What follows belongs to an exercise in optimizing a design on an open flow for small area and a short achievable clock period; a production flow would make more cautious choices.
Only simulation tests tie the RTL to the original design; equivalence was not proved.

Design mdu_hilo, start of the top module:
module mdu_hilo #(
  parameter int MULT_CYCLES = 5,
  parameter int DIV_CYCLES  = 10
) (
  input  logic        clk,
  input  logic        reset,
  input  logic [3:0]  MDU_op,
  input  logic        start,
  input  logic        Req,
  input  logic [31:0] E_V1_f,
  input  logic [31:0] E_V2_f,
  output logic        busy,
  output logic [31:0] MDU_out
);
  localparam logic [3:0] OP_MULT  = 4'd1;
  localparam logic [3:0] OP_MULTU = 4'd2;
  localparam logic [3:0] OP_DIV   = 4'd3;
  localparam logic [3:0] OP_DIVU  = 4'd4;
  localparam logic [3:0] OP_MFHI  = 4'd5;
  localparam logic [3:0] OP_MFLO  = 4'd6;
  localparam logic [3:0] OP_MTHI  = 4'd7;
  localparam logic [3:0] OP_MTLO  = 4'd8;
  logic        busy_q;           
  logic        zh_q, zl_q;       
  logic        nh_q;             
  logic        nl_q;             
  logic        lw_q;             
  logic        w_q;              
  logic [3:0]  k_q;              
  logic        mul_q;            
  logic        com_q;            
  logic        sgn_q;            
  logic        corr_q;           
  logic        bp_q;             
  logic        mc_q;             
  logic [1:0]  qt_q;             
  logic        ax_q;             
  logic [31:0] hi_q, lo_q, b_q;
  logic acc, op_mul, op_div, op_mult, op_div_s;
  assign acc      = start & ~Req & ~busy_q;
  assign op_mult  = (MDU_op == OP_MULT);
  assign op_mul   = (MDU_op == OP_MULT) | (MDU_op == OP_MULTU);
  assign op_div_s = (MDU_op == OP_DIV);
  assign op_div   = (MDU_op == OP_DIV) | (MDU_op == OP_DIVU);
  logic        a_neg, b_neg, bz, bhz, bho, dsmall, q31, q30, r1, w0, w1, w2;
  logic [1:0]  at, dlo, x2, r2;
  logic [4:1]  dk;               
  always_comb begin
    a_neg  = op_div_s & E_V1_f[31];
    b_neg  = op_div_s & E_V2_f[31];
    bz     = (E_V2_f == 32'd0);
    bhz    = ~(|E_V2_f[31:3]);
    bho    = &E_V2_f[31:3];
  ...
For scale: roughly 1700 cells after synthesis, roughly 120 flip-flops, roughly 110 I/O pins, roughly 14000 um2 of cells after synthesis.
Settings: LEC_CHECK=0, ABC_AREA=1, CAP_MARGIN=30, CORE_MARGIN=2, CORE_UTILIZATION=50, CTS_BUF_LIST=sky130_fd_sc_hd__clkbuf_8, CTS_CLUSTER_SIZE=40, SLEW_MARGIN=30; clock period 105.0 ns.
standard.sh (not shown) runs the stock make flow with config.mk's settings and CLKGATE_MAP_FILE= SYNTH_SCRIPT=/design/flow/synth_recipe.tcl, a recipe that flattens the netlist after the stock synthesis.
==> flow/flow/run.sh <==
#!/bin/bash
# The standard layout (standard.sh) with two changes:
#  * synthesis maps with a plain area-recovery ABC script (strash, dch, amap)
#    (flow/abc_amap.script); everything else in synthesis is synth_recipe.tcl as is,
#    so the registers, their names and cell types are the standard synthesis's;
#  * the port buffers that global placement inserts on every input and output are buf_2
#    cells rather than the delay-buffer cell buffer_ports picks by default.
set -euo pipefail
cd "$(dirname "$0")/.."
work=$(pwd)
{
  head -n 1 synth_recipe.tcl
  echo "proc abc {args} {"
  echo "  set i [lsearch -exact \$args -script]"
  echo "  if {\$i >= 0} { lset args [expr {\$i + 1}] {$work/flow/abc_amap.script} }"
  echo "  yosys abc {*}\$args"
  echo "}"
  tail -n +2 synth_recipe.tcl
} > own_synth.tcl
export BUFFER_PORTS_ARGS="-buffer_cell sky130_fd_sc_hd__buf_2"
bash standard.sh SYNTH_SCRIPT="$work/own_synth.tcl" finish > standard_flow.log 2>&1
==> flow/flow/abc_amap.script <==
strash
dch
amap
topo
stime -c
Rerun with:
--- a/flow/design.v
+++ b/flow/design.v
@@ -29,25 +29,24 @@
   mdu_add_row #(33 - L) u_u0 (.x(x[32:L]),  .y(y[32:L]),  .ci(1'b0), .s(su0),      .co(co0));
   mdu_add_row #(33 - L) u_u1 (.x(x[32:L]),  .y(y[32:L]),  .ci(1'b1), .s(su1),      .co(co1));
   assign s[32:L] = cl ? su1 : su0;
   assign c33     = cl ? co1 : co0;
   logic unused;
   mdu_add_row #(2)      u_hi (.x(x[34:33]), .y(y[34:33]), .ci(c33),  .s(s[34:33]), .co(unused));
 endmodule
-module mdu_cinc (
+module mdu_inc (
   input  logic [31:0] v,
-  input  logic        inv,
   input  logic        inc,
   output logic [31:0] o
 );
   logic [32:0] c;
   assign c[0] = inc;
   for (genvar i = 0; i < 32; i++) begin : g_bit
-    assign o[i]   = v[i] ^ inv ^ c[i];
-    assign c[i+1] = c[i] & (v[i] ^ inv);
+    assign o[i]   = v[i] ^ c[i];
+    assign c[i+1] = c[i] & v[i];
   end
 endmodule
 module mdu_bsel (
   input  logic [34:0] yx,
   input  logic        one,
   input  logic        two,
   input  logic        neg,
@@ -228,15 +227,15 @@
           nl_q <= 1'b0;
           lw_q <= 1'b0;
         end
         OP_DIV, OP_DIVU: begin
           if (!bz) begin
             hi_q <= {30'd0, r2};
             lo_q <= E_V1_f;
-            qt_q <= {q31, q30};
+            qt_q <= {q31, q30} ^ {2{a_neg ^ b_neg}};
             nh_q <= a_neg;
             nl_q <= a_neg ^ b_neg;
             lw_q <= a_neg;
             w_q  <= w2;
           end
         end
         default: ;
@@ -245,19 +244,19 @@
       if (mm) begin
         {hi_q, ax_q} <= s4[34:2];
         lo_q         <= {s4[1:0], s3[1:0], s2[1:0], s1[1:0], lo_q[31:8]};
       end else if (mc) begin
         hi_q <= s1[31:0];
       end else begin
         hi_q <= rr3[31:0];
-        lo_q <= {last ? qt_q : lo_q[28:27], lo_q[26:0], c1, c2, c3};
+        lo_q <= {last ? qt_q : lo_q[28:27], lo_q[26:0], {c1, c2, c3} ^ {3{nl_q}}};
         w_q  <= wc;
       end
     end
   end
   logic [31:0] hi_out, lo_out;
   assign hi_out = hi_q ^ {32{nh_q}};
-  mdu_cinc u_lout (.v(lo_q), .inv(nl_q), .inc(nl_q ^ (lw_q & w_q)), .o(lo_out));
+  mdu_inc u_lout (.v(lo_q), .inc(nl_q ^ (lw_q & w_q)), .o(lo_out));
   assign busy    = busy_q;
   assign MDU_out = ({32{(MDU_op == OP_MFHI) & ~zh_q & ~(nh_q & w_q)}} & hi_out) |
                    ({32{(MDU_op == OP_MFLO) & ~zl_q}} & lo_out);
 endmodule
Die area went down slightly.
Synthesized cell count came out lower slightly.
Synthesized area fell slightly.
Core utilization decreases by 0.25 points.
Fmax drops slightly.
Worst hold slack loses 36 ps.
Final area came out lower slightly.
Via count drops slightly.
First-iteration DRC count fell by a little under a tenth.
Routed wire length is lower slightly.

==> afterwards: timing with drivers on the ports <==
How much do the figures lean on ideal ports? The routed layouts below were timed once more, with nothing changed but the port constraints.
Step 1, drivers: a clkbuf_16 drives clk and a buf_2 each remaining input, both assumed.
Step 2 adds t to the input delays and takes it off the output delays; t is the mean of the earliest and latest rising clock arrival at the registers after step 1. Input paths then give back, and output paths get back, about the clock's delay inside the block.
Three values: no drivers, after step 1, after step 2; two values: the first two.
run	t (ns)	setup slack, ns	worst setup path after step 2	pins driven straight from the clock port
the first run	0.552	61.774 / 61.751 / 61.751	input to output	1
the second run	0.537	61.238 / 61.216 / 61.216	input to output	1
After both steps setup and hold are still met in every run listed. The setup slack of the first run, which loses most, moves by -0.023 ns with the drivers and by -0.023 ns with both steps.
